From an optimization exercise on the open Yosys and OpenROAD flow, aimed at small area; shortcuts taken in it are not production practice.
Only simulation tests tie the RTL to the original design; equivalence was not proved.
Power is estimated from default activity; no workload was simulated.

==> flow/design.v <==
package lock_pkg;
  typedef logic [3:0] digit_t;
  typedef digit_t [4-1:0] code_t;
  typedef digit_t [20-1:0] entry_t;   
  typedef logic [1:0] code_sel_t;
  typedef logic [2:0] tries_t;
  typedef enum logic [3:0] {
    STARTUP,
    LOCKED,
    VALIDATE,
    BEEP,
    PENALTY,
    LOCKOUT,
    UNLOCKED,
    OPEN,
    DEBOUNCE_UNLOCK,
    DEBOUNCE_LOCK
  } lock_state_t;
  typedef enum logic [2:0] {
    TMR_DEBOUNCE,
    TMR_RELOCK,
    TMR_BEEP,
    TMR_PENALTY,
    TMR_LOCKOUT
  } timer_sel_t;
endpackage
`timescale 1ns/1ps
module bit_eq (
  input  logic a,
  input  logic na,
  input  logic b,
  input  logic nb,
  output logic eq
);
  assign eq = ~((a | b) & (na | nb));
endmodule
module dig_eq (
  input  logic [3:0] e,
  input  logic [3:0] ne,
  input  logic [3:0] c,
  input  logic [3:0] nc,
  output logic       ne_out
);
  logic [3:0] beq;
  for (genvar i = 0; i < 4; i++) begin : g_bit
    bit_eq u_bit (.a(e[i]), .na(ne[i]), .b(c[i]), .nb(nc[i]), .eq(beq[i]));
  end
  assign ne_out = ~&beq;
endmodule
module inv_drv #(
  parameter int W = 1
) (
  input  logic [W-1:0] a,
  output logic [W-1:0] y
);
  assign y = ~a;
endmodule
`timescale 1ns/1ps
module lock_top (
  input  logic                 clk,
  input  logic                 rst,
  input  logic                 door_open,
  input  logic                 inside_button,
  input  logic [79:0] entry,
  input  logic                 entry_valid,
  input  logic                 code_wr,
  input  logic [1:0]         code_sel,
  input  logic [15:0]        code_value,
  output logic                 bolt,
  output logic                 beep,
  output logic                 keypad_en,
  output logic [2:0]         fail_count
);
  localparam logic [3:0] S_STARTUP  = 4'b0000;
  localparam logic [3:0] S_LOCKED   = 4'b1000;
  localparam logic [3:0] S_VALIDATE = 4'b1010;
  localparam logic [3:0] S_BEEP     = 4'b1001;
  localparam logic [3:0] S_PENALTY  = 4'b1011;
  localparam logic [3:0] S_LOCKOUT  = 4'b1111;
  localparam logic [3:0] S_UNLOCKED = 4'b0100;
  localparam logic [3:0] S_OPEN     = 4'b0110;
  localparam logic [3:0] S_DU       = 4'b1100;
  localparam logic [3:0] S_DU_HELD  = 4'b1101;
  localparam logic [3:0] S_DL       = 4'b0101;
  localparam logic [3:0] S_DL_HELD  = 4'b0111;
  logic [63:0] code_bits;
  logic [63:0] code_next;
  logic [63:0] code_next_n;
  logic [63:0] code_p;        
  logic [3:0]  code_ok;
  logic [3:0]  ok_next;
  for (genvar c = 0; c < 4; c++) begin : g_slot
    logic wr;
    assign wr                     = code_wr && (code_sel == c);
    assign code_next[16*c +: 16] = wr ? code_value : code_bits[16*c +: 16];
    assign ok_next[c]             = wr || code_ok[c];
  end
  always_ff @(posedge clk, posedge rst) begin
    if (rst) code_ok <= '0;
    else     code_ok <= ok_next;
  end
  always_ff @(posedge clk) begin
    code_bits <= code_p;
  end
  logic [79:0] entry_bits;
  logic        match_now;
  logic        match_q;
  assign entry_bits = entry;
  logic [79:0] entry_n;
  logic [63:0] code_n;
  logic        dne [4][4][17];
  logic [3:0]  hit;
  assign code_next_n = ~code_next;
  inv_drv #(.W(80)) u_entry_n (.a(entry_bits),  .y(entry_n));
  inv_drv #(.W(64)) u_code_p  (.a(code_next_n), .y(code_p));
  inv_drv #(.W(64)) u_code_n  (.a(code_p),      .y(code_n));
  for (genvar c = 0; c < 4; c++) begin : g_code
    for (genvar k = 0; k < 4; k++) begin : g_dig
      for (genvar p = 0; p <= 16; p++) begin : g_pos
        dig_eq u_eq (
          .e  (entry_bits[4*(p+k) +: 4]),
          .ne (entry_n[4*(p+k) +: 4]),
          .c  (code_p[16*c+4*k +: 4]),
          .nc (code_n[16*c+4*k +: 4]),
          .ne_out (dne[c][k][p])
        );
      end
    end
  end
  always_comb begin
    for (int c = 0; c < 4; c++) begin
      hit[c] = 1'b0;
      for (int p = 0; p <= 16; p++) begin
        if (!(dne[c][0][p] || dne[c][1][p] || dne[c][2][p] || dne[c][3][p])) hit[c] = 1'b1;
      end
    end
    match_now = |(hit & ok_next);
  end
  always_ff @(posedge clk) begin
    match_q <= match_now;
  end
  localparam logic [5:0] T_EXP = 6'd1;
  localparam logic [5:0] T_DEBOUNCE = 6'd31;   
  localparam logic [5:0] T_RELOCK   = 6'd17;   
  localparam logic [5:0] T_BEEP     = 6'd62;   
  localparam logic [5:0] T_PENALTY  = 6'd21;   
  localparam logic [5:0] T_LOCKOUT  = 6'd16;   
  logic [5:0] tcnt;
  logic [5:0] tlen;
  logic       timer_start;
  logic       expired;
  assign expired = (tcnt == T_EXP);
  always_ff @(posedge clk, posedge rst) begin
    if (rst)              tcnt <= '0;
    else if (timer_start) tcnt <= tlen;
    else                  tcnt <= {tcnt[4:0], tcnt[5] ^ tcnt[4]};   
  end
  logic [3:0] state, state_d;
  logic [2:0] fail_d;
  logic       key_error, key_confirm;
  logic       start_c;
  assign key_error   = entry_valid && (entry_bits[3:0] == 4'hE);
  assign key_confirm = entry_valid && (entry_bits[3:0] != 4'hE) && (entry_bits[3:0] != 4'hF);
  always_comb begin
    state_d = state;
    fail_d  = fail_count;
    start_c = 1'b0;
    case (state)
      S_STARTUP: begin
        if (!door_open) state_d = S_LOCKED;
      end
      S_LOCKED: begin
        if (key_error) begin
          state_d = S_BEEP; start_c = 1'b1;
        end
        else if (key_confirm) begin
          state_d = S_VALIDATE;
        end
        else if (inside_button) begin
          state_d = S_DU; start_c = 1'b1;
        end
      end
      S_VALIDATE: begin
        if (match_q) begin
          state_d = S_UNLOCKED; start_c = 1'b1;
        end
        else begin
          state_d = S_PENALTY; start_c = 1'b1;
          fail_d  = fail_count + 3'd1;
        end
      end
      S_BEEP: begin
        if (expired) state_d = S_LOCKED;
      end
      S_PENALTY: begin
        if (expired && fail_count[2] && fail_count[0]) begin
          state_d = S_LOCKOUT; start_c = 1'b1;
        end
        else if (expired) begin
          state_d = S_LOCKED;
        end
      end
      S_LOCKOUT: begin
        if (expired) begin
          state_d = S_LOCKED; fail_d = '0;
        end
      end
      S_UNLOCKED: begin
        if (door_open) begin
          state_d = S_OPEN;
        end
        else if (inside_button) begin
          state_d = S_DL; start_c = 1'b1;
        end
        else if (expired) begin
          state_d = S_LOCKED; fail_d = '0;
        end
      end
      S_OPEN: begin
        if (!door_open) begin
          state_d = S_UNLOCKED; start_c = 1'b1;
        end
      end
      S_DU: begin
        if (!inside_button && expired) begin
          state_d = S_UNLOCKED; start_c = 1'b1;
        end
        else if (!inside_button) begin
          state_d = S_LOCKED;
        end
        else if (expired) begin
          state_d = S_DU_HELD;
        end
      end
      S_DU_HELD: begin
        if (!inside_button) begin
          state_d = S_UNLOCKED; start_c = 1'b1;
        end
      end
      S_DL: begin
        if (!inside_button && expired) begin
          state_d = S_LOCKED; fail_d = '0;
        end
        else if (!inside_button) begin
          state_d = S_UNLOCKED; start_c = 1'b1;
        end
        else if (expired) begin
          state_d = S_DL_HELD;
        end
      end
      S_DL_HELD: begin
        if (!inside_button) begin
          state_d = S_LOCKED; fail_d = '0;
        end
      end
      default: state_d = S_STARTUP;
    endcase
  end
  always_comb begin
    case (state_d)
      S_BEEP:     tlen = T_BEEP;
      S_PENALTY:  tlen = T_PENALTY;
      S_LOCKOUT:  tlen = T_LOCKOUT;
      S_UNLOCKED: tlen = T_RELOCK;
      default:    tlen = T_DEBOUNCE;
    endcase
  end
  assign timer_start = start_c;
  always_ff @(posedge clk, posedge rst) begin
    if (rst) begin
      state      <= S_STARTUP;
      fail_count <= '0;
    end
    else begin
      state      <= state_d;
      fail_count <= fail_d;
    end
  end
  assign bolt      = state[3];   
  assign beep      = (state == S_BEEP);
  assign keypad_en = (state == S_LOCKED);
endmodule
==> flow/flow/run.sh <==
#!/bin/bash
# Standard ORFS layout with these changes:
#  - the port buffers are buf_2 for the entry bits (they drive the compare
#    array directly) and buf_1 for the other ports (flow/port_buffers.tcl,
#    after global placement); repair_design sizes up where a load needs it;
#  - after the standard synthesis, flow/size_drivers.py re-sizes cells
#    (drive strength only): the inverters driving the compare array's
#    wide-fanout nets go to size 2, other combinational cells to size 1;
#  - the buffers synthesis left are removed at floorplan.
set -euo pipefail
KNOBS=(BUFFER_PORTS_ARGS="-buffer_cell sky130_fd_sc_hd__buf_2" REMOVE_ABC_BUFFERS=1
       POST_GLOBAL_PLACE_TCL="$PWD/flow/port_buffers.tcl")
bash standard.sh "${KNOBS[@]}" synth > orfs_synth.log 2>&1
NET=orfs/results/sky130hd/lock_top/base/1_2_yosys.v
python3 flow/size_drivers.py "$NET" "$FLOW_HOME/platforms/sky130hd/lib/sky130_fd_sc_hd__tt_025C_1v80.lib" > size_drivers.log 2>&1
bash standard.sh "${KNOBS[@]}" finish > orfs_finish.log 2>&1
==> flow/flow/port_buffers.tcl <==
# After global placement: the port buffers came in as buf_2. Only the entry
# bits' buffers drive the compare array; every other port buffer goes back
# to buf_1. repair_design (the next step) sizes up any that need it.
set block [ord::get_db_block]
set small [get_lib_cell sky130_fd_sc_hd__buf_1]
set n 0
foreach inst [$block getInsts] {
  set name [$inst getName]
  if {![string match "input*" $name] && ![string match "output*" $name]} { continue }
  if {[[$inst getMaster] getName] ne "sky130_fd_sc_hd__buf_2"} { continue }
  set ports {}
  foreach it [$inst getITerms] {
    set net [$it getNet]
    if {$net eq "NULL"} { continue }
    foreach bt [$net getBTerms] { lappend ports [$bt getName] }
  }
  if {[llength $ports] != 1} { continue }
  if {[string match "entry*" [lindex $ports 0]]} { continue }
  replace_cell [get_cells $name] $small
  incr n
}
puts "port buffers back to buf_1: $n"
==> flow/flow/size_drivers.py <==
"""Re-size combinational cells in the standard synthesis netlist.

- The inverters that drive the compare array's nets (entry_p, entry_n,
  code_p, code_n; each has about 17 loads) get size 2, which has the
  same area as size 1, so layout need not buffer those nets.
- Every other combinational cell that synthesis gave a drive strength
  above 1 goes back to size 1, for repair_design to size up again only
  where a load needs it.

Only drive strengths change; every register, every cell's function and
every connection stay as synthesis left them.
"""
import re
import sys

LIB = sys.argv[2]
path = sys.argv[1]
lib = open(LIB).read()
cells = set(re.findall(r'cell\s*\(\s*"?(sky130_fd_sc_hd__\w+?)"?\s*\)', lib))
SEQ = re.compile(r"sky130_fd_sc_hd__(s?e?df|dl|conb|tap|fill|decap|diode|clkdly|dly|probe|lpflow)")

text = open(path).read()
n_down = 0


def down(m):
    global n_down
    name, size = m.group(2), m.group(3)
    cell = f"sky130_fd_sc_hd__{name}_{size}"
    small = f"sky130_fd_sc_hd__{name}_1"
    if int(size) <= 1 or SEQ.match(cell) or small not in cells:
        return m.group(0)
    n_down += 1
    return m.group(1) + small + m.group(4)


text = re.sub(r"(?m)^(\s*)sky130_fd_sc_hd__(\w+?)_(\d+)(\s+\S+\s*\(\s*)$", down, text)

drv = re.compile(
    r"sky130_fd_sc_hd__inv_\d+(\s+\S+\s*\(\s*\.A\([^)]*\)\s*,\s*\.Y\(\\(?:entry_p|entry_n|code_p|code_n)\[\d+\] \)\s*\);)"
)
text, n_drv = drv.subn(r"sky130_fd_sc_hd__inv_2\1", text)

print(f"cells back to size 1: {n_down}; compare-net inverters at size 2: {n_drv}")
open(path, "w").write(text)
==> flow/standard.sh <==
#!/bin/bash
# synth_recipe.tcl (not shown) runs the flow's synth.tcl, then flattens the netlist and writes it again
# the make line also repeats each setting of config.mk as NAME=value (left out here)
make -C /OpenROAD-flow-scripts/flow DESIGN_CONFIG=/design/flow/config.mk WORK_HOME=/design/flow/orfs CLKGATE_MAP_FILE= SYNTH_SCRIPT=/design/flow/synth_recipe.tcl "${@:-finish}"
==> flow/config.mk <==
export PLATFORM = sky130hd
export DESIGN_NAME = lock_top
export DESIGN_NICKNAME = lock_top
export VERILOG_FILES = /design/flow/design.v
export SDC_FILE = /design/flow/constraint.sdc
export NUM_CORES = 4
export LEC_CHECK = 0
export CAP_MARGIN = 20
export CELL_PAD_IN_SITES_DETAIL_PLACEMENT = 1
export CELL_PAD_IN_SITES_GLOBAL_PLACEMENT = 1
export CORE_MARGIN = 2
export CORE_UTILIZATION = 28
export CTS_BUF_LIST = sky130_fd_sc_hd__clkbuf_8
export GPL_TIMING_DRIVEN = 0
export PLACE_DENSITY = 0.4
export SLEW_MARGIN = 20
export SYNTH_HIERARCHICAL = 1
==> flow/constraint.sdc <==
create_clock -name core_clock -period 10.0 [get_ports {clk}]
set_input_delay 2.0000 -clock core_clock [delete_from_list [all_inputs] [get_ports {clk}]]
set_output_delay 2.0000 -clock core_clock [all_outputs]
set_load 0.01 [all_outputs]
==> impl_metrics.ini, run 1 <==
[die]
top_level_ports = 110
rows = 79
start_util_pct = 28.1
coreArea_sq_um = 46300
dieWidth_um = 220
die_area_sq_um = 48200
die_h_um = 220

[finish]
syn2layout_area_growth_pct = 11.3
antennaDiodeCount = 0
fillers = 5902
nets = 2153
final_layout_size_suffix_gt1_share_pct = 15.2

[sta]
fmax_mhz = 151
clock_skew_ns = 0.00980
fin_ws_ns = 3.37
fin_crit_sh_pct = 66.3
grt_setup_unrepaired = no
fin_tns_setup_ns = 0
hold_viol = 0
tightest_slew_ns = 1.04
slew_headroom_pct = 30.3
setup_viol = 0
fin_crit_ns = 6.63
finalMaxSlewViolations = 0

[grt]
grtUsageTotal_pct = 41.6
grt_busiest_layer = met2
grt_use_met1_pct = 53.4
grt_pass1_vias = 21900
grt.overflow.total = 0
grt_pass1_wl_mm = 153
grt_max_degree = 21
grtUsageMet2_pct = 67.7
use_met3_pct = 7.19
antenna_found_initial = 0

[critical_path]
worst_setup_path_start_kind = input port
slowest_delay_ns = 0.81
crit_chain = buf_1 > nand3_1 > mux2i_1 > inv_2 > inv_2 > o22ai_1 > nand4_1 > nor4_1 > nor4_1 > nand4_1 > o41ai_1 > nand4_1
cpMostUsedCell = nand4_1
critical_path_class = in -> reg
required_ns = 10.07
worstPathArrival_ns = 6.70
cp_max_fo = 19
cp_top_family = simple AND/OR/NAND/NOR gates
worst-path-buf-inv = 3
cp-end-kind = flop
worst_path_max_delay_cell = o41ai_1

[synthesis]
ys.flop_type = dfxtp_1
ys_area_sq_um = 13100
synth_cell_types = 50
avgSynthCellArea_sq_um = 6.73
ys_seq_area_share_pct = 13.2
ys_ff_latch = 82
synthArstFlopShare_pct = 20.7
syn_inst = 1936
syn_area_sq_um = 13000
yosysWarnings = 8
synth_edf_count = 0
synth_top_area_cell = o22ai_1
synth_top_area_share_pct = 52.3
synthTopCellsByArea = o22ai_1, nand4_1, dfxtp_1, inv_1, mux2i_1

[clock_tree]
cts_tree = done
clk_pin_slew_ns = 0.09
cts_buffer_depth = 2
cts_setup_buffers = 0
cts-root-buf = clkbuf_8
cts_buffers = 9
clock_latency_ns = 0.36
postCtsHoldBufs = 0
h-tree-depth = 3
ctsResizeCount = 0
cts.sinks = 82

[routing]
drtAntennaViolNets = 0
via_per_inst = 8.50
routedWlPerCell_um = 39.3
first_pass_iters = 8
drc = 0
num_vias = 22600
drt_wl_total_mm = 105
drt_iter0_drc = 3567

[placed_design]
port_buffers = 109
dp_hpwl_mm = 72.3
post-place-ws_ns = 3.30

[worst_hold_path]
hold_class = reg -> reg

[pwr]
p_leak_nw = 4.46
peakVddDrop_uv = 142
p_per_area_nw_per_um2 = 182

[outcome]
outcome = finished clean

[run]
maxCapViolations = 0
## report_power, final
part	internal, mW	leakage [nW]	switching [mW]
Combinational	0.540	3.62	1.40
Sequential	0.405	0.737	0.0634
Clock	0.113	0.102	0.121
## modules after synthesis, one instance, submodules excluded, a selection
module    flip-flops and latches  copies in the design
bit_eq                         0                  1088
dig_eq                         0                   272
lock_top                      82                     1
## through the flow
stage	hold slack (ns)	power (mW)	util (%)	cells	cell area [sq um]
floorplan	0.427	1.61	-	1921	13000
global placement	0.461	2.26	30.8	2637	14300
detailed placement	0.460	2.31	30.9	2642	14300
CTS	0.485	2.55	31.3	2658	14500
global route	0.524	2.77	31.3	2659	14500
finish	0.490	2.65	31.3	2659	14500
## routing by layer
layer,vias to the layer above,part of all wire [%]
met2,1922,45
met3,514,9.6
met1,11200,40
met5,-,0
met4,0,5.3
li1,9000,-
## flip-flops by register name, summed over array words and instances (netlist names)
signal      flops
code_bits      64
tcnt            6
code_ok         4
state           4
fail_count      3
match_q         1
## cell usage in the layout, fill, tap and decap left out, types with 2 or more instances in the layout
cell	instances
nand3_1	5
dfxtp_1	65
inv_2	208
o41ai_1	5
a211oi_1	2
dfrtp_1	17
o211a_1	2
clkinv_2	2
nand2b_1	6
mux2i_1	66
o21ai_0	4
a31oi_1	3
or2_1	2
o22ai_1	1092
a21o_1	3
nor4_1	81
nand4_1	280
nand2_1	6
mux2_1	2
o31ai_1	2
ha_1	2
a21oi_1	7
nand3b_1	3
and3_1	3
nand4b_1	2
nor3_1	6
buf_2	81
buf_6	5
nor2_1	15
a211o_1	2
clkbuf_8	9
a22oi_1	2
buf_1	28
inv_1	12
## final timing paths
kind                                     from          to  slack (ns)  cells past startpoint
worst min-delay path                  tcnt[4]     tcnt[5]        0.49                      1
worst max-delay path              code_sel[0]     match_q        3.37                     12
max in group asynchronous                 rst    state[0]        7.65                      2
worst max register to register  code_bits[54]     match_q        5.91                     10
min in group asynchronous                 rst  code_ok[3]        1.78                      2
worst min register to register        tcnt[4]     tcnt[5]        0.49                      1
## final cells by class
cell class                      instances  area, sq um  share of cell area [%]
Inverter                              218          818                    5.64
Tap cell                              607          759                    5.24
Timing Repair Buffer                  115          574                    3.96
Clock inverter                          7         63.8                   0.440
Clock buffer                            9          124                   0.854
Multi-Input combinational cell       1621        10400                    71.9
Sequential cell                        82         1730                    11.9
## Yosys cell counts, drive strengths merged (2+ instances only)
cell type,count
a211o,2
a211oi,2
a21o,3
a21oi,7
a22oi,2
a31oi,3
and3,3
buf,8
clkbuf,7
dfrtp,17
dfxtp,65
ha,2
inv,218
mux2,2
mux2i,66
nand2,6
nand2b,6
nand3,5
nand3b,3
nand4,280
nand4b,2
nor2,15
nor3,6
nor4,81
nor4b,2
o211a,2
o21ai,4
o22ai,1092
o31ai,2
o41ai,5
or2,2
## cell families after synthesis
group,count (synthesis),share of synthesized area (%)
buffers and inverters,233,6.79
adders and majority gates,2,0.191
muxes,68,5.23
AOI/OAI and AO/OA,1134,54.7
and+or+nand+nor,417,19.9
DFF,82,13.2
## worst register-to-register path, stage by stage, from the launching register on
cell and delay, ns:
dfxtp_1 0.30, mux2i_1 0.16, inv_2 0.31, inv_2 0.51, o22ai_1 0.18, nand4_1 0.12, nor4_1 0.08, nor4_1 0.67
nand4_1 0.15, o41ai_1 0.81, nand4_1 0.51
==> run 2: changes to the inputs <==
--- a/flow/flow/run.sh
+++ b/flow/flow/run.sh
@@ -6,10 +6,12 @@
 #  - after the standard synthesis, flow/size_drivers.py re-sizes cells
 #    (drive strength only): the inverters driving the compare array's
 #    wide-fanout nets go to size 2, other combinational cells to size 1;
-#  - the buffers synthesis left are removed at floorplan.
+#  - the buffers synthesis left are removed at floorplan;
+#  - clock tree synthesis as ORFS runs it, but without dummy loads.
 set -euo pipefail
 KNOBS=(BUFFER_PORTS_ARGS="-buffer_cell sky130_fd_sc_hd__buf_2" REMOVE_ABC_BUFFERS=1
-       POST_GLOBAL_PLACE_TCL="$PWD/flow/port_buffers.tcl")
+       POST_GLOBAL_PLACE_TCL="$PWD/flow/port_buffers.tcl"
+       CTS_ARGS="-sink_clustering_enable -repair_clock_nets -buf_list sky130_fd_sc_hd__clkbuf_8 -dont_use_dummy_load")
 bash standard.sh "${KNOBS[@]}" synth > orfs_synth.log 2>&1
 NET=orfs/results/sky130hd/lock_top/base/1_2_yosys.v
 python3 flow/size_drivers.py "$NET" "$FLOW_HOME/platforms/sky130hd/lib/sky130_fd_sc_hd__tt_025C_1v80.lib" > size_drivers.log 2>&1
==> run 2 against run 1 <==
Still clean. Clock skew grew 0.014 ns. Critical path depth is the same. Area after synthesis is the same. Combinational power is essentially flat. Via count shrank 0.18%. Global-route usage shrank 0.15 points. Power shrank 1.8%. Count of clock-buffer cells in the layout is the same. Cell area shrank 0.44%. Critical path type unchanged. Critical endpoint unchanged. Highest routed layer is now met5.
==> impl_metrics.ini, run 2 <==
[critical_path]
cp-end-kind = flop
worst_path_max_delay_cell = o41ai_1
crit_chain = buf_1 > nand3_1 > mux2i_1 > inv_2 > inv_2 > o22ai_1 > nand4_1 > nor4_1 > nor4_1 > nand4_1 > o41ai_1 > nand4_1
worstPathArrival_ns = 6.60
critical_path_class = in -> reg
cpMostUsedCell = nand4_1
required_ns = 10.07
worst_setup_path_start_kind = input port
slowest_delay_ns = 0.75
r2r_slack_ns = 5.98
cp_max_fo = 19

[clock_tree]
clk_pin_slew_ns = 0.08
clock_latency_ns = 0.37
cts_buffer_depth = 2
cts_setup_buffers = 0
postCtsHoldBufs = 0
cts_buffers = 9
h-tree-depth = 3
ctsResizeCount = 0
cts-root-buf = clkbuf_8
cts_tree = done
cts.sinks = 82

[grt]
grtUsageTotal_pct = 41.4
grt_max_degree = 21
grt.overflow.total = 0
antenna_found_initial = 1
grt_pass1_wl_mm = 153
grt_pass1_vias = 21900

[sta]
fin_tns_setup_ns = 0
tightest_slew_ns = 1.02
fin_crit_ns = 6.53
holdWs_ns = 0.490
fmax_mhz = 153
clock_skew_ns = 0.0236
setup_viol = 0
slew_headroom_pct = 31.7
grt_setup_unrepaired = no
finalMaxSlewViolations = 0
hold_viol = 0
fin_crit_sh_pct = 65.3

[routing]
wl_met3_mm = 9.97
first_pass_iters = 6
met2_length_mm = 47.2
num_vias = 22600
drt_wl_total_mm = 104
highest_layer = met5
via_per_inst = 8.51
wl_met1_mm = 41.6
routedWlPerCell_um = 39.3
drc = 0
drtAntennaViolNets = 0
drt_iter0_drc = 3494

[pwr]
p_leak_nw = 4.42
p_per_area_nw_per_um2 = 180
p_sw_share_pct = 60.5
power.switching_mw = 1.57
p_comb_share_pct = 74.8
p_clk_share_pct = 7.2
pwr-share-seq_pct = 18.0
p_int_mw = 1.03
peakVddDrop_uv = 128
totalPowerFinal_mw = 2.60

[finish]
antennaDiodeCount = 0
utilization_pct = 31.2
final_cell_mix = o22ai_1, nand4_1, inv_2
top_register = code_bits
syn2layout_area_growth_pct = 10.8
finalInstanceArea_sq_um = 14400
fillers = 5891
final_layout_size_suffix_gt1_share_pct = 15.0
largestRegisters = code_bits x64, tcnt x6
largest_register_ffs = 64
nets = 2153
mostFrequentLayoutCell = o22ai_1

[die]
coreArea_sq_um = 46300
dieWidth_um = 220
top_level_ports = 110
die_area_sq_um = 48200
die_h_um = 220
rows = 79
start_util_pct = 28.1

[placed_design]
post_dp_cell_area_sq_um = 14300
port_buffers = 109
dp_hpwl_mm = 72.3

[synthesis]
ys_seq_area_share_pct = 13.2
synth_top_area_share_pct = 52.3
synthTopCellsByArea = o22ai_1, nand4_1, dfxtp_1, inv_1, mux2i_1
syn_inst = 1936
yosysWarnings = 8
synth_common_cells = o22ai_1, nand4_1, inv_1, nor4_1, mux2i_1
synthArstFlopShare_pct = 20.7
synth_top_area_cell = o22ai_1
ys_ff_latch = 82
ys_area_sq_um = 13100
yosysMostFrequentCell = o22ai_1
synth_edf_count = 0
syn_area_sq_um = 13000
ys.flop_type = dfxtp_1
avgSynthCellArea_sq_um = 6.73
synth_cell_types = 50

[run]
maxCapViolations = 0

[worst_hold_path]
hold_class = reg -> reg

[outcome]
outcome = finished clean
==> run 2: stage by stage <==
| stage | cells | setup slack [ns] |
|---|---|---|
| after global placement | 2637 | 1.47 |
| final | 2652 | 3.47 |
| after global routing | 2652 | 3.29 |
| after floorplan | 1921 | 4.47 |
| after CTS | 2651 | 3.67 |
| after detailed placement | 2642 | 3.30 |
==> run 2: cells by family (layout without fill, tap and decap cells) <==
kind of cell | after synthesis | count (layout) | synth area share (%)
muxes | 68 | 68 | 5.23
adders and majority gates | 2 | 2 | 0.191
buffers and inverters | 233 | 342 | 6.79
DFF | 82 | 82 | 13.2
and+or+nand+nor | 417 | 417 | 19.9
AOI/OAI and AO/OA | 1134 | 1134 | 54.7
==> run 2: worst paths after layout <==
kind / to / from / depth (start not counted)
max: match_q / code_sel[1] / 12
min: tcnt[5] / tcnt[4] / 1
max reg2reg: match_q / code_bits[55] / 10
min reg2reg: tcnt[5] / tcnt[4] / 1
max in group asynchronous: state[3] / rst / 2
min in group asynchronous: code_ok[3] / rst / 2
==> run 2: power groups by stage <==
stage / combinational, mW / sequential, mW / clock, mW
6_report: 1.94 / 0.468 / 0.187
3_3_place_gp: 1.79 / 0.471 / 0
4_1_cts: 1.84 / 0.467 / 0.198
3_5_place_dp: 1.83 / 0.475 / 0
2_1_floorplan: 1.15 / 0.458 / 0
5_1_grt: 2.02 / 0.479 / 0.212
==> run 2: layout make-up <==
cell class              count  area, sq um  area share (%)
well taps                 607          759            5.26
multi-input cells        1621        10400            72.3
flip-flops and latches     82         1730            12.0
repair buffers            115          574            3.98
clock buffers               9          124           0.858
inverters                 218          818            5.67
==> run 2: worst max-delay path, delay by kind of cell <==
family	cells	cell delay, ns
compound gates	2	0.91
simple gates	6	2.25
mux	1	0.44
buf+inv	3	0.96
==> run 2: per-layer routing <==
layer,vias to the layer above,GRT usage (%)
met3,508,7.14
met5,-,0
li1,8997,-
met1,11100,53.2
met2,1946,67.3
met4,2,19.5
==> run 2: modules after synthesis, one instance, submodules excluded, a selection <==
module | area [sq um] | flip-flops and latches | cells | times used
lock_top | 3780 | 82 | 368 | 1
bit_eq | 6.26 | 0 | 1 | 1088
dig_eq | 6.26 | 0 | 1 | 272
==> run 3: changes to the inputs <==
--- a/flow/flow/run.sh
+++ b/flow/flow/run.sh
@@ -11,7 +11,7 @@
 set -euo pipefail
 KNOBS=(BUFFER_PORTS_ARGS="-buffer_cell sky130_fd_sc_hd__buf_2" REMOVE_ABC_BUFFERS=1
        POST_GLOBAL_PLACE_TCL="$PWD/flow/port_buffers.tcl"
-       CTS_ARGS="-sink_clustering_enable -repair_clock_nets -buf_list sky130_fd_sc_hd__clkbuf_8 -dont_use_dummy_load")
+       CTS_ARGS="-sink_clustering_enable -repair_clock_nets -buf_list {sky130_fd_sc_hd__clkbuf_4 sky130_fd_sc_hd__clkbuf_8} -dont_use_dummy_load")
 bash standard.sh "${KNOBS[@]}" synth > orfs_synth.log 2>&1
 NET=orfs/results/sky130hd/lock_top/base/1_2_yosys.v
 python3 flow/size_drivers.py "$NET" "$FLOW_HOME/platforms/sky130hd/lib/sky130_fd_sc_hd__tt_025C_1v80.lib" > size_drivers.log 2>&1
--- a/flow/flow/port_buffers.tcl
+++ b/flow/flow/port_buffers.tcl
@@ -1,6 +1,7 @@
 # After global placement: the port buffers came in as buf_2. Only the entry
-# bits' buffers drive the compare array; every other port buffer goes back
-# to buf_1. repair_design (the next step) sizes up any that need it.
+# bits' buffers drive the compare array, the bits of digits 2 to 17 with 12
+# or 16 compare inputs each; every other port buffer goes back to buf_1.
+# repair_design (the next step) sizes up any that need it.
 set block [ord::get_db_block]
 set small [get_lib_cell sky130_fd_sc_hd__buf_1]
 set n 0
@@ -15,7 +16,10 @@
     foreach bt [$net getBTerms] { lappend ports [$bt getName] }
   }
   if {[llength $ports] != 1} { continue }
-  if {[string match "entry*" [lindex $ports 0]]} { continue }
+  if {[regexp {^entry\[(\d+)\]$} [lindex $ports 0] -> bit]} {
+    set digit [expr {$bit / 4}]
+    if {$digit >= 2 && $digit <= 17} { continue }
+  }
   replace_cell [get_cells $name] $small
   incr n
 }
==> run 3 against run 2 <==
Setup slack worse by 0.088 ns. First-iteration DRC count is 1.3% lower. Via count is 0.17% lower. Critical endpoint unchanged. Critical path type unchanged.
==> impl_metrics.ini, run 3 <==
[clock_tree]
clk_pin_slew_ns = 0.08
cts_buffers = 9
cts-root-buf = clkbuf_8
ctsResizeCount = 0
h-tree-depth = 3
postCtsHoldBufs = 0
clock_latency_ns = 0.37
cts.sinks = 82
cts_tree = done
cts_buffer_depth = 2
cts_setup_buffers = 0

[placed_design]
place_inst = 2642
post-place-ws_ns = 3.27
dp_hpwl_mm = 72.4
port_buffers = 109

[synthesis]
ys_ff_latch = 82
synth_common_cells = o22ai_1, nand4_1, inv_1, nor4_1, mux2i_1
ys_area_sq_um = 13100
ys_seq_area_share_pct = 13.2
synth_edf_count = 0
ys.flop_type = dfxtp_1
synthTopCellsByArea = o22ai_1, nand4_1, dfxtp_1, inv_1, mux2i_1
yosysMostFrequentCell = o22ai_1
synth_top_area_share_pct = 52.3
synthArstFlopShare_pct = 20.7
avgSynthCellArea_sq_um = 6.73
syn_inst = 1936
synth_top_area_cell = o22ai_1
syn_area_sq_um = 13000
synth_cell_types = 50
yosysWarnings = 8

[die]
dieWidth_um = 220
start_util_pct = 28.1
top_level_ports = 110
die_h_um = 220
die_area_sq_um = 48200
rows = 79
coreArea_sq_um = 46300

[sta]
slew_headroom_pct = 31.7
fin_ws_ns = 3.38
tightest_slew_ns = 1.02
fin_crit_sh_pct = 66.2
finalMaxSlewViolations = 0
fin_tns_setup_ns = 0
hold_viol = 0
fin_crit_ns = 6.62
clock_skew_ns = 0.0180
fmax_mhz = 151
setup_viol = 0
grt_setup_unrepaired = no

[finish]
top_register = code_bits
final-instance-count-excl-fill = 2652
syn2layout_area_growth_pct = 10.7
largest_register_ffs = 64
final_layout_size_suffix_gt1_share_pct = 14.1
antennaDiodeCount = 0
final_cell_mix = o22ai_1, nand4_1, inv_2
largestRegisters = code_bits x64, tcnt x6
utilization_pct = 31.2
mostFrequentLayoutCell = o22ai_1
nets = 2153

[pwr]
p_per_area_nw_per_um2 = 180
peakVddDrop_uv = 140
totalPowerFinal_mw = 2.60
p_leak_nw = 4.37

[routing]
num_vias = 22500
drt_wl_total_mm = 104
drt_iter0_drc = 3447
drtAntennaViolNets = 0
via_per_inst = 8.49
drc = 0
routedWlPerCell_um = 39.3
first_pass_iters = 9

[critical_path]
required_ns = 10.07
cp_max_fo = 19
r2r-start = code_bits[52]
worst_setup_path_start_kind = input port
r2r_slack_ns = 5.90
reg2reg_to = match_q
worstPathArrival_ns = 6.69
slowest_delay_ns = 0.78
cpMostUsedCell = nand4_1
reg2regPathDepth = 10
crit_chain = buf_1 > nand3_1 > mux2i_1 > inv_2 > inv_2 > o22ai_1 > nand4_1 > nor4_1 > nor4_1 > nand4_1 > o41ai_1 > nand4_1
worst_path_max_delay_cell = o41ai_1
critical_path_class = in -> reg
cp-end-kind = flop

[worst_hold_path]
min_from = tcnt[4]
min_path_cells = 1
hold-path-endpoint = tcnt[5]
hold_class = reg -> reg

[run]
maxCapViolations = 0

[grt]
antenna_found_initial = 1
grt_pass1_vias = 21900
grtUsageTotal_pct = 41.4
grt_pass1_wl_mm = 152
grt_max_degree = 21
grt.overflow.total = 0

[outcome]
outcome = finished clean
## run 3: cell type report
| cell class | instances | area, sq um |
|---|---|---|
| Sequential cell | 82 | 1730 |
| Timing Repair Buffer | 115 | 553 |
| Inverter | 218 | 818 |
| Fill cell | 5918 | 31800 |
| Tap cell | 607 | 759 |
| Clock buffer | 9 | 124 |
| Multi-Input combinational cell | 1621 | 10400 |
## run 3: worst max-delay path by stage
stage                           start      end  slack (ns)  cells after the start
after CTS                 code_sel[0]  match_q        3.64                     12
after global placement    code_sel[0]  match_q        1.47                     12
final                     code_sel[1]  match_q        3.38                     12
after floorplan           code_sel[0]  match_q        4.47                     11
after global routing      code_sel[1]  match_q        3.33                     12
after detailed placement  code_sel[0]  match_q        3.27                     12
## run 3: metal layers
metal	part of all wire [%]	wire [um]	vias up	global-route usage (%)
met1	40	41300	11100	52.6
met4	5.2	5390	0	19.2
met5	0	0	-	0
met2	45	47300	1927	67.7
met3	9.9	10300	489	7.73
li1	-	-	8994	-
## run 3: Yosys stat by module, one instance, submodules excluded, excerpt
module	cell area, sq um	cells	flip-flops and latches	copies in the design
lock_top	3780	368	82	1
dig_eq	6.26	1	0	272
bit_eq	6.26	1	0	1088
## run 3: kinds of logic after synthesis
family / after synthesis / share of synthesized area (%)
simple gates: 417 / 19.9
mux: 68 / 5.23
compound gates: 1134 / 54.7
fa+ha+maj: 2 / 0.191
flops: 82 / 13.2
buf+inv: 233 / 6.79
## run 3: where the power goes
| group | leakage (nW) | internal (mW) | switching [mW] | total (mW) |
|---|---|---|---|---|
| clock network | 0.0647 | 0.0805 | 0.109 | 0.189 |
| registers | 0.737 | 0.405 | 0.0630 | 0.468 |
| logic | 3.57 | 0.539 | 1.40 | 1.94 |
| total | 4.37 | 1.02 | 1.58 | 2.60 |
## run 3: through the flow
| stage | hold WS, ns | area [sq um] |
|---|---|---|
| after global placement | 0.461 | 14300 |
| after detailed placement | 0.464 | 14300 |
| after global routing | 0.522 | 14400 |
| after floorplan | 0.427 | 13000 |
| final | 0.484 | 14400 |
| after CTS | 0.488 | 14400 |
## run 3: worst max-delay path, delay by kind of cell
kind / cells / cell delay [ns]
and+or+nand+nor: 6 / 2.29
AOI/OAI and AO/OA: 2 / 0.97
buffers and inverters: 3 / 0.97
muxes: 1 / 0.43
==> run 4: changes to the inputs <==
--- a/flow/design.v
+++ b/flow/design.v
@@ -83,46 +83,63 @@
   localparam logic [3:0] S_DU_HELD  = 4'b1101;
   localparam logic [3:0] S_DL       = 4'b0101;
   localparam logic [3:0] S_DL_HELD  = 4'b0111;
+  logic [3:0] state, state_d;
+  logic sel;   
+  assign sel = (state == S_VALIDATE);
   logic [63:0] code_bits;
   logic [63:0] code_next;
-  logic [63:0] code_next_n;
+  logic [63:0] code_op;       
+  logic [63:0] code_op_n;
   logic [63:0] code_p;        
+  logic [63:0] code_n;
   logic [3:0]  code_ok;
   logic [3:0]  ok_next;
+  logic [3:0]  ok_op;
   for (genvar c = 0; c < 4; c++) begin : g_slot
     logic wr;
     assign wr                     = code_wr && (code_sel == c);
     assign code_next[16*c +: 16] = wr ? code_value : code_bits[16*c +: 16];
     assign ok_next[c]             = wr || code_ok[c];
+    assign code_op[16*c +: 16]   = (wr && !sel) ? code_value : code_bits[16*c +: 16];
+    assign ok_op[c]               = sel ? code_ok[c] : ok_next[c];
   end
   always_ff @(posedge clk, posedge rst) begin
     if (rst) code_ok <= '0;
     else     code_ok <= ok_next;
   end
   always_ff @(posedge clk) begin
-    code_bits <= code_p;
+    code_bits <= code_next;
   end
   logic [79:0] entry_bits;
+  logic [47:0] entry_hi_q;    
+  logic [47:0] ent_op;        
+  logic [47:0] ent_op_n;
+  logic [47:0] ent_p;         
+  logic [47:0] ent_n;
   logic        match_now;
-  logic        match_q;
+  logic        match_q;       
   assign entry_bits = entry;
-  logic [79:0] entry_n;
-  logic [63:0] code_n;
-  logic        dne [4][4][17];
+  always_ff @(posedge clk) begin
+    entry_hi_q <= entry_bits[79:32];
+  end
+  assign ent_op    = sel ? entry_hi_q : entry_bits[47:0];
+  assign ent_op_n  = ~ent_op;
+  assign code_op_n = ~code_op;
+  inv_drv #(.W(48)) u_ent_p  (.a(ent_op_n),  .y(ent_p));
+  inv_drv #(.W(48)) u_ent_n  (.a(ent_p),     .y(ent_n));
+  inv_drv #(.W(64)) u_code_p (.a(code_op_n), .y(code_p));
+  inv_drv #(.W(64)) u_code_n (.a(code_p),    .y(code_n));
+  logic        dne [4][4][9];
   logic [3:0]  hit;
-  assign code_next_n = ~code_next;
-  inv_drv #(.W(80)) u_entry_n (.a(entry_bits),  .y(entry_n));
-  inv_drv #(.W(64)) u_code_p  (.a(code_next_n), .y(code_p));
-  inv_drv #(.W(64)) u_code_n  (.a(code_p),      .y(code_n));
   for (genvar c = 0; c < 4; c++) begin : g_code
     for (genvar k = 0; k < 4; k++) begin : g_dig
-      for (genvar p = 0; p <= 16; p++) begin : g_pos
+      for (genvar j = 0; j <= 8; j++) begin : g_pos
         dig_eq u_eq (
-          .e  (entry_bits[4*(p+k) +: 4]),
-          .ne (entry_n[4*(p+k) +: 4]),
+          .e  (ent_p[4*(j+k) +: 4]),
+          .ne (ent_n[4*(j+k) +: 4]),
           .c  (code_p[16*c+4*k +: 4]),
           .nc (code_n[16*c+4*k +: 4]),
-          .ne_out (dne[c][k][p])
+          .ne_out (dne[c][k][j])
         );
       end
     end
@@ -130,11 +147,11 @@
   always_comb begin
     for (int c = 0; c < 4; c++) begin
       hit[c] = 1'b0;
-      for (int p = 0; p <= 16; p++) begin
-        if (!(dne[c][0][p] || dne[c][1][p] || dne[c][2][p] || dne[c][3][p])) hit[c] = 1'b1;
-      end
-    end
-    match_now = |(hit & ok_next);
+      for (int j = 0; j <= 8; j++) begin
+        if (!(dne[c][0][j] || dne[c][1][j] || dne[c][2][j] || dne[c][3][j])) hit[c] = 1'b1;
+      end
+    end
+    match_now = |(hit & ok_op);
   end
   always_ff @(posedge clk) begin
     match_q <= match_now;
@@ -155,7 +172,6 @@
     else if (timer_start) tcnt <= tlen;
     else                  tcnt <= {tcnt[4:0], tcnt[5] ^ tcnt[4]};   
   end
-  logic [3:0] state, state_d;
   logic [2:0] fail_d;
   logic       key_error, key_confirm;
   logic       start_c;
@@ -181,7 +197,7 @@
         end
       end
       S_VALIDATE: begin
-        if (match_q) begin
+        if (match_q || match_now) begin
           state_d = S_UNLOCKED; start_c = 1'b1;
         end
         else begin
==> flow/flow/run.sh (replaced) <==
#!/bin/bash
# Standard ORFS layout with these changes:
#  - the port buffers start at the smallest buffer, for repair_design to
#    size up only where a load needs it;
#  - after the standard synthesis, flow/size_drivers.py re-sizes cells
#    (drive strength only): the inverters driving the compare array's
#    wide-fanout nets go to size 2, other combinational cells to size 1;
#  - the buffers synthesis left are removed at floorplan;
#  - clock tree synthesis as ORFS runs it, but without dummy loads.
set -euo pipefail
KNOBS=(BUFFER_PORTS_ARGS="-buffer_cell sky130_fd_sc_hd__buf_1" REMOVE_ABC_BUFFERS=1
       CTS_ARGS="-sink_clustering_enable -repair_clock_nets -buf_list sky130_fd_sc_hd__clkbuf_8 -dont_use_dummy_load")
bash standard.sh "${KNOBS[@]}" synth > orfs_synth.log 2>&1
NET=orfs/results/sky130hd/lock_top/base/1_2_yosys.v
python3 flow/size_drivers.py "$NET" "$FLOW_HOME/platforms/sky130hd/lib/sky130_fd_sc_hd__tt_025C_1v80.lib" > size_drivers.log 2>&1
bash standard.sh "${KNOBS[@]}" finish > orfs_finish.log 2>&1
--- a/flow/flow/size_drivers.py
+++ b/flow/flow/size_drivers.py
@@ -1,7 +1,7 @@
 """Re-size combinational cells in the standard synthesis netlist.
 
-- The inverters that drive the compare array's nets (entry_p, entry_n,
-  code_p, code_n; each has about 17 loads) get size 2, which has the
+- The inverters that drive the compare array's nets (ent_p, ent_n,
+  code_p, code_n; each has up to 16 loads) get size 2, which has the
   same area as size 1, so layout need not buffer those nets.
 - Every other combinational cell that synthesis gave a drive strength
   above 1 goes back to size 1, for repair_design to size up again only
@@ -37,7 +37,7 @@
 text = re.sub(r"(?m)^(\s*)sky130_fd_sc_hd__(\w+?)_(\d+)(\s+\S+\s*\(\s*)$", down, text)
 
 drv = re.compile(
-    r"sky130_fd_sc_hd__inv_\d+(\s+\S+\s*\(\s*\.A\([^)]*\)\s*,\s*\.Y\(\\(?:entry_p|entry_n|code_p|code_n)\[\d+\] \)\s*\);)"
+    r"sky130_fd_sc_hd__inv_\d+(\s+\S+\s*\(\s*\.A\([^)]*\)\s*,\s*\.Y\(\\(?:ent_p|ent_n|code_p|code_n)\[\d+\] \)\s*\);)"
 )
 text, n_drv = drv.subn(r"sky130_fd_sc_hd__inv_2\1", text)
 
removed: flow/flow/port_buffers.tcl
==> run 4 against run 3 <==
Critical path depth rose by 6. Synthesized cell count fell by 29%. Setup slack got worse by 0.73 ns. Final cell count fell by 24%. Non-clock buffer count rose by 8. Sequential power rose by about 40%. Combinational power fell by 9%.
==> impl_metrics.ini, run 4 <==
[finish]
multi_input_area_sq_um = 6750
nets = 1612
regArea_sq_um = 3330
antennaDiodeCount = 0
largestRegisters = code_bits x64, entry_hi_q x48, tcnt x6
fillers = 4717
top_register = code_bits
mostFrequentLayoutCell = o22ai_1
largest_register_ffs = 64
final_layout_size_suffix_gt1_share_pct = 17.4
syn2layout_area_growth_pct = 12.8
final_cell_mix = o22ai_1, inv_2, nand4_1

[clock_tree]
cts_setup_buffers = 0
clock_latency_ns = 0.52
h-tree-depth = 4
ctsResizeCount = 0
cts_buffers = 17
cts.sinks = 130
cts-root-buf = clkbuf_8
clk_pin_slew_ns = 0.08
cts_buffer_depth = 2
postCtsHoldBufs = 0
cts_tree = done

[grt]
grtUsageTotal_pct = 37.8
antenna_found_initial = 0
grt.overflow.total = 0
grt_pass1_vias = 14800
grt_pass1_wl_mm = 110
grt_max_degree = 20

[die]
top_level_ports = 110
die_h_um = 202
coreArea_sq_um = 38700
die_area_sq_um = 40900
start_util_pct = 28.4
rows = 72
dieWidth_um = 202

[sta]
grt_setup_unrepaired = no
clock_skew_ns = 0.0249
fin_crit_sh_pct = 73.5
finalMaxSlewViolations = 0
hold_viol = 0
fin_crit_ns = 7.35
tightest_slew_ns = 0.855
setup_viol = 0
holdWs_ns = 0.473
slew_headroom_pct = 41.6
fin_tns_setup_ns = 0
fmax_mhz = 136

[critical_path]
r2r-start = state[3]
critical_path_class = in -> reg
worst_setup_path_start_kind = input port
cp_max_fo = 11
worstPathArrival_ns = 7.73
crit_start = code_sel[0]
cp-end-kind = flop
required_ns = 10.39

[routing]
drt_wl_total_mm = 79.5
first_pass_iters = 6
via_per_inst = 7.49
routedWlPerCell_um = 39.3
num_vias = 15100
drtAntennaViolNets = 0
drt_iter0_drc = 2665
drc = 0

[synthesis]
ys.flop_type = edfxtp_1
ys_seq_area_share_pct = 30.1
synthTopCellsByArea = o22ai_1, edfxtp_1, mux2i_1, dfxtp_1, nand4_1
synth_top_area_share_pct = 32.7
synthArstFlopShare_pct = 13.1
avgSynthCellArea_sq_um = 7.96
syn_area_sq_um = 11000
yosysWarnings = 8
ys_area_sq_um = 11100
syn_inst = 1381
synth_common_cells = o22ai_1, inv_1, nand4_1, mux2i_1, edfxtp_1
ys_ff_latch = 130
synth_edf_count = 64
synth_top_area_cell = o22ai_1
yosysMostFrequentCell = o22ai_1
synth_cell_types = 62

[outcome]
outcome = finished clean

[worst_hold_path]
hold_class = reg -> reg
min_from = code_ok[0]

[placed_design]
port_buffers = 109
gp_congestion = 0.918
dp_hpwl_mm = 49.8

[pwr]
p_per_area_nw_per_um2 = 225
peakVddDrop_uv = 110
p_leak_nw = 4.10

[run]
maxCapViolations = 0
## run 4: cell types whose count changed after synthesis, sizes merged, moves of 16 or more
cell / delta
dfxtp: -16
o22ai: -513
nor4: -46
nand4: -136
edfxtp: +64
inv: +18
mux2i: +47
## run 4: path summary, 6_finish.rpt
check / endpoint / slack [ns] / depth (start not counted)
hold / removal: code_ok[0] / 0.47 / 1
max in group asynchronous: code_ok[1] / 7.87 / 2
min in group asynchronous: code_ok[0] / 1.62 / 2
setup / recovery: fail_count[1] / 2.65 / 18
setup reg to reg: fail_count[1] / 3.11 / 17
hold reg to reg: code_ok[0] / 0.47 / 1
## run 4: critical path, stage by stage
cell      delay (ns)
buf_1           0.15
nor3b_2         0.59
buf_4           0.28
buf_4           0.17
o21ai_2         0.16
buf_6           0.21
mux2i_1         0.59
inv_2           0.26
inv_2           0.24
o22ai_1         0.11
nand4_1         0.20
nor4_1          0.09
nor4_1          0.51
a32oi_1         0.30
nor4_1          0.74
nand3b_1        0.46
a21oi_1         0.32
mux2_1          0.34
## run 4: layer usage
| metal | part of all wire (%) | track usage (%) |
|---|---|---|
| met1 | 41 | 50.9 |
| met2 | 40 | 52.2 |
| met3 | 13 | 13.3 |
| met4 | 5.9 | 20.5 |
| met5 | 0 | 0 |
## run 4: logic make-up (layout without fill, tap and decap cells)
logic type	count (synthesis)	count (layout)	synth area share [%]
AO/OA/AOI/OAI	634	634	36.5
buffers and inverters	253	376	8.65
AND/OR/NAND/NOR	248	248	14.2
flip-flops	130	130	30.1
multiplexers	114	114	10.3
adder cells (fa/ha/maj)	2	2	0.226
## run 4: area by class of cell
type                    count  share of cell area, %
clock buffers              17                   1.89
inverters                 236                   7.14
multi-input cells         998                   54.4
flip-flops and latches    130                   26.8
well taps                 518                   5.23
repair buffers            123                   4.48
## run 4: report_power, final
| group | leakage [nW] | total [mW] | internal, mW | switching (mW) |
|---|---|---|---|---|
| clock | 0.122 | 0.363 | 0.149 | 0.214 |
| sequential | 1.19 | 0.657 | 0.609 | 0.0476 |
| combinational | 2.78 | 1.77 | 0.447 | 1.32 |
## run 4: through the flow
step           utilization, %  std cells  setup slack [ns]  instance area [sq um]  total power, mW
2_1_floorplan               -       1364             -4.15                  10900             1.65
3_3_place_gp             30.9       1991            -12.37                  12000             2.33
3_5_place_dp             31.4       2005              2.32                  12200             2.31
4_1_cts                  32.0       2022              2.88                  12400             2.68
5_1_grt                  32.0       2022              2.42                  12400             2.84
6_report                 32.0       2022              2.65                  12400             2.79
## run 4: modules after synthesis (local to each module, per instance), a selection
module	area, sq um	copies in the design	cells inside
lock_top	5720	1	437
dig_eq	6.26	144	1
bit_eq	6.26	576	1
==> run 5: changes to the inputs <==
--- a/flow/design.v
+++ b/flow/design.v
@@ -111,7 +111,7 @@
     code_bits <= code_next;
   end
   logic [79:0] entry_bits;
-  logic [47:0] entry_hi_q;    
+  logic [43:0] entry_hi_q;    
   logic [47:0] ent_op;        
   logic [47:0] ent_op_n;
   logic [47:0] ent_p;         
@@ -120,15 +120,15 @@
   logic        match_q;       
   assign entry_bits = entry;
   always_ff @(posedge clk) begin
-    entry_hi_q <= entry_bits[79:32];
-  end
-  assign ent_op    = sel ? entry_hi_q : entry_bits[47:0];
+    entry_hi_q <= entry_bits[79:36];
+  end
+  assign ent_op    = {entry_bits[47:44], sel ? entry_hi_q : entry_bits[43:0]};
   assign ent_op_n  = ~ent_op;
   assign code_op_n = ~code_op;
   inv_drv #(.W(48)) u_ent_p  (.a(ent_op_n),  .y(ent_p));
   inv_drv #(.W(48)) u_ent_n  (.a(ent_p),     .y(ent_n));
   inv_drv #(.W(64)) u_code_p (.a(code_op_n), .y(code_p));
-  inv_drv #(.W(64)) u_code_n (.a(code_p),    .y(code_n));
+  assign code_n = code_op_n;
   logic        dne [4][4][9];
   logic [3:0]  hit;
   for (genvar c = 0; c < 4; c++) begin : g_code
@@ -148,7 +148,8 @@
     for (int c = 0; c < 4; c++) begin
       hit[c] = 1'b0;
       for (int j = 0; j <= 8; j++) begin
-        if (!(dne[c][0][j] || dne[c][1][j] || dne[c][2][j] || dne[c][3][j])) hit[c] = 1'b1;
+        if (!(dne[c][0][j] || dne[c][1][j] || dne[c][2][j] || dne[c][3][j]) && (j < 8 || !sel))
+          hit[c] = 1'b1;
       end
     end
     match_now = |(hit & ok_op);
--- a/flow/flow/run.sh
+++ b/flow/flow/run.sh
@@ -9,7 +9,7 @@
 #  - clock tree synthesis as ORFS runs it, but without dummy loads.
 set -euo pipefail
 KNOBS=(BUFFER_PORTS_ARGS="-buffer_cell sky130_fd_sc_hd__buf_1" REMOVE_ABC_BUFFERS=1
-       CTS_ARGS="-sink_clustering_enable -repair_clock_nets -buf_list sky130_fd_sc_hd__clkbuf_8 -dont_use_dummy_load")
+       CTS_ARGS="-sink_clustering_enable -repair_clock_nets -buf_list sky130_fd_sc_hd__clkbuf_8 -sink_clustering_size 25 -sink_clustering_max_diameter 150 -dont_use_dummy_load")
 bash standard.sh "${KNOBS[@]}" synth > orfs_synth.log 2>&1
 NET=orfs/results/sky130hd/lock_top/base/1_2_yosys.v
 python3 flow/size_drivers.py "$NET" "$FLOW_HOME/platforms/sky130hd/lib/sky130_fd_sc_hd__tt_025C_1v80.lib" > size_drivers.log 2>&1
--- a/flow/flow/size_drivers.py
+++ b/flow/flow/size_drivers.py
@@ -1,7 +1,7 @@
 """Re-size combinational cells in the standard synthesis netlist.
 
 - The inverters that drive the compare array's nets (ent_p, ent_n,
-  code_p, code_n; each has up to 16 loads) get size 2, which has the
+  code_p; each has up to 16 loads) get size 2, which has the
   same area as size 1, so layout need not buffer those nets.
 - Every other combinational cell that synthesis gave a drive strength
   above 1 goes back to size 1, for repair_design to size up again only
@@ -37,7 +37,7 @@
 text = re.sub(r"(?m)^(\s*)sky130_fd_sc_hd__(\w+?)_(\d+)(\s+\S+\s*\(\s*)$", down, text)
 
 drv = re.compile(
-    r"sky130_fd_sc_hd__inv_\d+(\s+\S+\s*\(\s*\.A\([^)]*\)\s*,\s*\.Y\(\\(?:ent_p|ent_n|code_p|code_n)\[\d+\] \)\s*\);)"
+    r"sky130_fd_sc_hd__inv_\d+(\s+\S+\s*\(\s*\.A\([^)]*\)\s*,\s*\.Y\(\\(?:ent_p|ent_n|code_p)\[\d+\] \)\s*\);)"
 )
 text, n_drv = drv.subn(r"sky130_fd_sc_hd__inv_2\1", text)
 
==> run 5 against run 4 <==
Cell area fell by 2.5%. Still clean. Sequential share of layout area about the same. Highest routed layer is now met5. Register-to-register slack better by 0.55 ns.
==> impl_metrics.ini, run 5 <==
[synthesis]
avgSynthCellArea_sq_um = 8.05
synthArstFlopShare_pct = 13.5
syn_area_sq_um = 10700
synthTopCellsByArea = o22ai_1, edfxtp_1, mux2i_1, dfxtp_1, nand4_1
ys_seq_area_share_pct = 30.3
synth_common_cells = o22ai_1, inv_1, nand4_1, mux2i_1, edfxtp_1
synth_top_area_cell = o22ai_1
ys_area_sq_um = 10700
ys.flop_type = edfxtp_1
synth_top_area_share_pct = 33.6
synth_edf_count = 64
yosysMostFrequentCell = o22ai_1
synth_cell_types = 57
ys_ff_latch = 126
syn_inst = 1325
yosysWarnings = 8

[finish]
mostFrequentLayoutCell = o22ai_1
antennaDiodeCount = 0
multi_input_area_sq_um = 6800
nets = 1548
largest_register_ffs = 64
regArea_sq_um = 3250
top_register = code_bits
utilization_pct = 32.2
final_layout_size_suffix_gt1_share_pct = 14.7
fillers = 4577
syn2layout_area_growth_pct = 13.3
final_cell_mix = o22ai_1, inv_2, nand4_1
finalInstanceArea_sq_um = 12100
largestRegisters = code_bits x64, entry_hi_q x44, tcnt x6

[sta]
hold_viol = 0
fmax_mhz = 149
setup_viol = 0
fin_crit_ns = 6.72
fin_crit_sh_pct = 67.2
slew_headroom_pct = 18.4
clock_skew_ns = 0.0165
finalMaxSlewViolations = 0
grt_setup_unrepaired = no
tightest_slew_ns = 1.19
holdWs_ns = 0.468

[placed_design]
gp_congestion = 0.949
dp_hpwl_mm = 47.5
port_buffers = 109
post_dp_cell_area_sq_um = 11800

[die]
coreArea_sq_um = 37600
die_area_sq_um = 39700
die_h_um = 199
top_level_ports = 110
rows = 71
start_util_pct = 28.4
dieWidth_um = 199

[critical_path]
r2r_slack_ns = 3.66
r2r-start = state[0]
reg2regPathDepth = 14
cp_max_fo = 10
critical_path_class = in -> reg
reg2reg_to = fail_count[1]
required_ns = 10.43
cp-end-kind = flop
worstPathArrival_ns = 7.15
worst_setup_path_start_kind = input port

[grt]
grt_pass1_vias = 14200
antenna_found_initial = 1
grt.overflow.total = 0
grt_pass1_wl_mm = 107
grtUsageTotal_pct = 38.7
grt_max_degree = 27

[routing]
first_pass_iters = 6
drt_iter0_drc = 2441
drc = 0
via_per_inst = 7.52
drtAntennaViolNets = 0
num_vias = 14700
met2_length_mm = 31.4
wl_met3_mm = 9.97
highest_layer = met5
wl_met1_mm = 31.3
drt_wl_total_mm = 78.0
routedWlPerCell_um = 40.0

[pwr]
p_leak_nw = 4.01
p_per_area_nw_per_um2 = 208
peakVddDrop_uv = 98.2

[clock_tree]
cts_buffers = 17
cts.sinks = 126
cts_setup_buffers = 0
clock_latency_ns = 0.50
cts_buffer_depth = 2
h-tree-depth = 4
clk_pin_slew_ns = 0.07
cts_tree = done
postCtsHoldBufs = 0
ctsResizeCount = 0
cts-root-buf = clkbuf_8

[worst_hold_path]
hold_class = reg -> reg
min_path_cells = 1
hold-path-endpoint = code_ok[0]
min_from = code_ok[0]

[run]
maxCapViolations = 0

[outcome]
outcome = finished clean
==> run 5: stage by stage <==
stage          cells  setup slack [ns]  power (mW)  TNS, ns
6_report        1951              3.28        2.52        0
5_1_grt         1951              3.11        2.58        0
4_1_cts         1950              3.42        2.43        0
3_5_place_dp    1933              2.88        2.07        0
3_3_place_gp    1925             -2.11        2.06   -20.92
2_1_floorplan   1305              3.13        1.47        0
==> run 5: layout make-up <==
cell class	count	area share, %
clock buffer	17	1.94
sequential	126	26.9
tap	511	5.29
multi-input combinational	1003	56.2
timing repair buffer	118	4.24
inverter	176	5.46
==> run 5: power breakdown <==
| group | switching [mW] | internal (mW) |
|---|---|---|
| registers | 0.0564 | 0.593 |
| logic | 1.12 | 0.393 |
| clock network | 0.203 | 0.149 |
| total | 1.38 | 1.13 |
==> run 5: kinds of logic after synthesis <==
| family | share of synthesized area, % |
|---|---|
| AO/OA/AOI/OAI | 36.8 |
| adder cells (fa/ha/maj) | 0.233 |
| buffers and inverters | 7.02 |
| flip-flops | 30.3 |
| multiplexers | 10.4 |
| AND/OR/NAND/NOR | 15.3 |
==> run 5: worst max-delay path by stage <==
stage	start	end	cells after the start	slack, ns
after floorplan	code_sel[1]	fail_count[1]	12	3.13
after global placement	code_wr	fail_count[1]	13	-2.11
after detailed placement	code_sel[1]	fail_count[1]	15	2.88
after CTS	code_sel[1]	fail_count[1]	15	3.42
after global routing	code_sel[1]	fail_count[1]	15	3.11
final	code_sel[1]	fail_count[1]	15	3.28
==> run 5: metal layers <==
layer  vias up  GRT usage (%)
met1      7186           50.2
met2      1248           53.8
li1       5911              -
met4         2           24.7
met5         -              0
met3       316           14.1
==> run 5: modules after synthesis (local to each module, per instance), excerpt <==
| module | cells | flops+latches | copies in the design |
|---|---|---|---|
| bit_eq | 1 | 0 | 576 |
| dig_eq | 1 | 0 | 144 |
| lock_top | 445 | 126 | 1 |
==> run 5: worst max-delay path, cell delays in order <==
cell     delay (ns)
buf_1          0.15
nand2_1        0.12
nor3_2         0.52
buf_4          0.32
buf_4          0.23
mux2i_1        0.93
o22ai_1        0.22
nand4_1        0.23
nor4_1         0.08
or4_1          0.53
o32a_1         0.39
nor4_2         0.77
and2b_1        0.26
o21a_1         0.19
mux2i_1        0.19
==> run 6: changes to the inputs <==
--- a/flow/flow/run.sh
+++ b/flow/flow/run.sh
@@ -9,7 +9,7 @@
 #  - clock tree synthesis as ORFS runs it, but without dummy loads.
 set -euo pipefail
 KNOBS=(BUFFER_PORTS_ARGS="-buffer_cell sky130_fd_sc_hd__buf_1" REMOVE_ABC_BUFFERS=1
-       CTS_ARGS="-sink_clustering_enable -repair_clock_nets -buf_list sky130_fd_sc_hd__clkbuf_8 -sink_clustering_size 25 -sink_clustering_max_diameter 150 -dont_use_dummy_load")
+       CTS_ARGS="-sink_clustering_enable -repair_clock_nets -buf_list sky130_fd_sc_hd__clkbuf_4 -dont_use_dummy_load")
 bash standard.sh "${KNOBS[@]}" synth > orfs_synth.log 2>&1
 NET=orfs/results/sky130hd/lock_top/base/1_2_yosys.v
 python3 flow/size_drivers.py "$NET" "$FLOW_HOME/platforms/sky130hd/lib/sky130_fd_sc_hd__tt_025C_1v80.lib" > size_drivers.log 2>&1
==> run 6 against run 5 <==
First-iteration DRC count is 4.3% higher. Sequential cell count stayed put. Sequential share of layout area is 0.23 points higher. Clock power is 23% lower. Combinational power hardly changed. Synthesized cell count stayed put. Wire length is 0.32% higher. Maximum frequency is 2.6% higher. Count of clock-buffer cells in the layout stayed put. Die area stayed put. Final cell count hardly changed.
==> impl_metrics.ini, run 6 <==
[critical_path]
slowest_delay_ns = 0.95
r2r_slack_ns = 3.68
cp_max_fo = 10
cp_top_family = simple AND/OR/NAND/NOR gates
crit_chain = buf_1 > nand2_1 > nor3_2 > buf_4 > buf_4 > mux2i_1 > o22ai_1 > nand4_1 > nor4_1 > or4_1 > o32a_1 > nor4_2 > and2b_1 > o21a_1 > mux2i_1
r2r-start = state[0]
cp-end-kind = flop
reg2reg_to = fail_count[1]
worstPathArrival_ns = 7.13
reg2regPathDepth = 14
required_ns = 10.58
crit_cells = 15
worst_setup_path_start_kind = input port
worst-path-buf-inv = 3
worst_path_max_delay_cell = mux2i_1
critical_path_class = in -> reg

[sta]
fin_crit_ns = 6.55
grt_setup_unrepaired = no
hold_viol = 0
slew_headroom_pct = 18.8
setup_viol = 0
fmax_mhz = 153
holdWs_ns = 0.475
clock_skew_ns = 0.0199
tightest_slew_ns = 1.18
finalMaxSlewViolations = 0
fin_ws_ns = 3.45
fin_crit_sh_pct = 65.5

[placed_design]
dp_hpwl_mm = 47.5
post_dp_cell_area_sq_um = 11800
port_buffers = 109
gp_congestion = 0.949
post-place-ws_ns = 2.88

[synthesis]
synth_edf_count = 64
ys.flop_type = edfxtp_1
ys_area_sq_um = 10700
syn_area_sq_um = 10700
avgSynthCellArea_sq_um = 8.05
synth_top_area_share_pct = 33.6
yosysWarnings = 8
synthTopCellsByArea = o22ai_1, edfxtp_1, mux2i_1, dfxtp_1, nand4_1
ys_ff_latch = 126
ys_seq_area_share_pct = 30.3
synth_cell_types = 57
synth_common_cells = o22ai_1, inv_1, nand4_1, mux2i_1, edfxtp_1
synth_top_area_cell = o22ai_1
yosysMostFrequentCell = o22ai_1
syn_inst = 1325
synthArstFlopShare_pct = 13.5

[worst_hold_path]
hold_class = reg -> reg
min_path_cells = 1
hold-path-endpoint = code_ok[0]
min_from = code_ok[0]

[grt]
grt_pass1_wl_mm = 107
grt.overflow.total = 0
grt_max_degree = 27
grt_pass1_vias = 14200
grtUsageTotal_pct = 38.8
antenna_found_initial = 2

[finish]
final_cell_mix = o22ai_1, inv_2, nand4_1
finalInstanceArea_sq_um = 12000
final_layout_size_suffix_gt1_share_pct = 14.7
largestRegisters = code_bits x64, entry_hi_q x44, tcnt x6
syn2layout_area_growth_pct = 12.4
largest_register_ffs = 64
nets = 1548
top_register = code_bits
mostFrequentLayoutCell = o22ai_1
utilization_pct = 31.9

[run]
maxCapViolations = 0

[clock_tree]
h-tree-depth = 4
clk_pin_slew_ns = 0.10
cts_buffers = 17
cts.sinks = 126
postCtsHoldBufs = 0
cts-root-buf = clkbuf_4
cts_tree = done
cts_buffer_depth = 2
clock_latency_ns = 0.65
ctsResizeCount = 0
cts_setup_buffers = 0

[die]
top_level_ports = 110
rows = 71
start_util_pct = 28.4
coreArea_sq_um = 37600
die_area_sq_um = 39700
die_h_um = 199
dieWidth_um = 199

[outcome]
outcome = finished clean

[routing]
drt_iter0_drc = 2546
drtAntennaViolNets = 0
routedWlPerCell_um = 40.1
num_vias = 14800
drc = 0
first_pass_iters = 8
via_per_inst = 7.58
drt_wl_total_mm = 78.3

[pwr]
peakVddDrop_uv = 95.1
p_per_area_nw_per_um2 = 203
p_leak_nw = 3.97
[run 6: cell type report]
type	count	area [sq um]
diodes	1	2.50
clock buffers	17	128
fillers	4593	25600
inverters	176	661
multi-input cells	1003	6800
flip-flops and latches	126	3250
well taps	511	639
repair buffers	118	513
[run 6: report_power, final]
part	total, mW	internal [mW]	switching, mW	leakage, nW
registers	0.648	0.592	0.0561	1.15
logic	1.52	0.393	1.12	2.74
clock network	0.272	0.0774	0.194	0.0782
[run 6: cell families after synthesis]
kind of cell	Yosys count	synth area share [%]
multiplexers	111	10.4
flip-flops	126	30.3
AO/OA/AOI/OAI	628	36.8
buffers and inverters	196	7.02
AND/OR/NAND/NOR	262	15.3
adder cells (fa/ha/maj)	2	0.233
[run 6: modules after synthesis (local to each module, per instance), excerpt]
module	flip-flops and latches	area (sq um)	times used
lock_top	126	5630	1
bit_eq	0	6.26	576
dig_eq	0	6.26	144
[run 6: routing by layer]
metal / global-route usage (%) / part of all wire, % / up-vias
li1: - / - / 5920
met1: 50.6 / 40 / 7263
met2: 53.7 / 40 / 1273
met3: 13.4 / 13 / 340
met4: 25.3 / 6.8 / 2
met5: 0 / 0.023 / -
[run 6: worst max path at each step]
stage	from	endpoint	slack [ns]
6_report	code_sel[1]	fail_count[1]	3.45
5_1_grt	code_sel[1]	fail_count[1]	3.29
4_1_cts	code_sel[1]	fail_count[1]	3.60
3_5_place_dp	code_sel[1]	fail_count[1]	2.88
3_3_place_gp	code_wr	fail_count[1]	-2.11
2_1_floorplan	code_sel[1]	fail_count[1]	3.13
[run 6: through the flow]
stage,setup TNS (ns),std cells,power [mW]
2_1_floorplan,0,1305,1.47
3_3_place_gp,-20.92,1925,2.06
3_5_place_dp,0,1933,2.07
4_1_cts,0,1950,2.35
5_1_grt,0,1952,2.49
6_report,0,1952,2.44

-- separate check: timing with driven ports --
Ports are ideal in the flow. The routed layouts listed here were re-timed in OpenROAD. Step 1 sets driving cells, clkbuf_16 on the clock port and buf_2 on the other inputs (assumed; they add their load-dependent delay and slew). Step 2, shift: input delay + t, output delay - t, t = (earliest + latest rising clock arrival at the registers) / 2. This alone moves slack from input paths to output paths. Three values: no drivers, after step 1, after step 2; two values: the first two.
run	shift t [ns]	setup slack, ns	hold WS [ns]	worst register clock-pin slew, ns
run 1	0.397	3.371 / 3.387 / 2.990	0.490 / 0.490 / 0.490	0.09 / 0.09
run 2	0.394	3.470 / 3.485 / 3.090	0.490 / 0.490 / 0.490	0.09 / 0.09
run 3	0.395	3.382 / 3.399 / 3.005	0.484 / 0.484 / 0.484	0.08 / 0.08
run 4	0.555	2.655 / 2.688 / 2.133	0.473 / 0.473 / 0.473	0.10 / 0.10
run 5	0.544	3.281 / 3.311 / 2.767	0.468 / 0.468 / 0.468	0.08 / 0.08
run 6	0.689	3.450 / 3.477 / 2.789	0.475 / 0.475 / 0.475	0.11 / 0.11
After both steps every run listed still meets setup and hold. The setup slack of run 6, which loses most, moves by +0.027 ns with the drivers and by -0.661 ns with both steps.
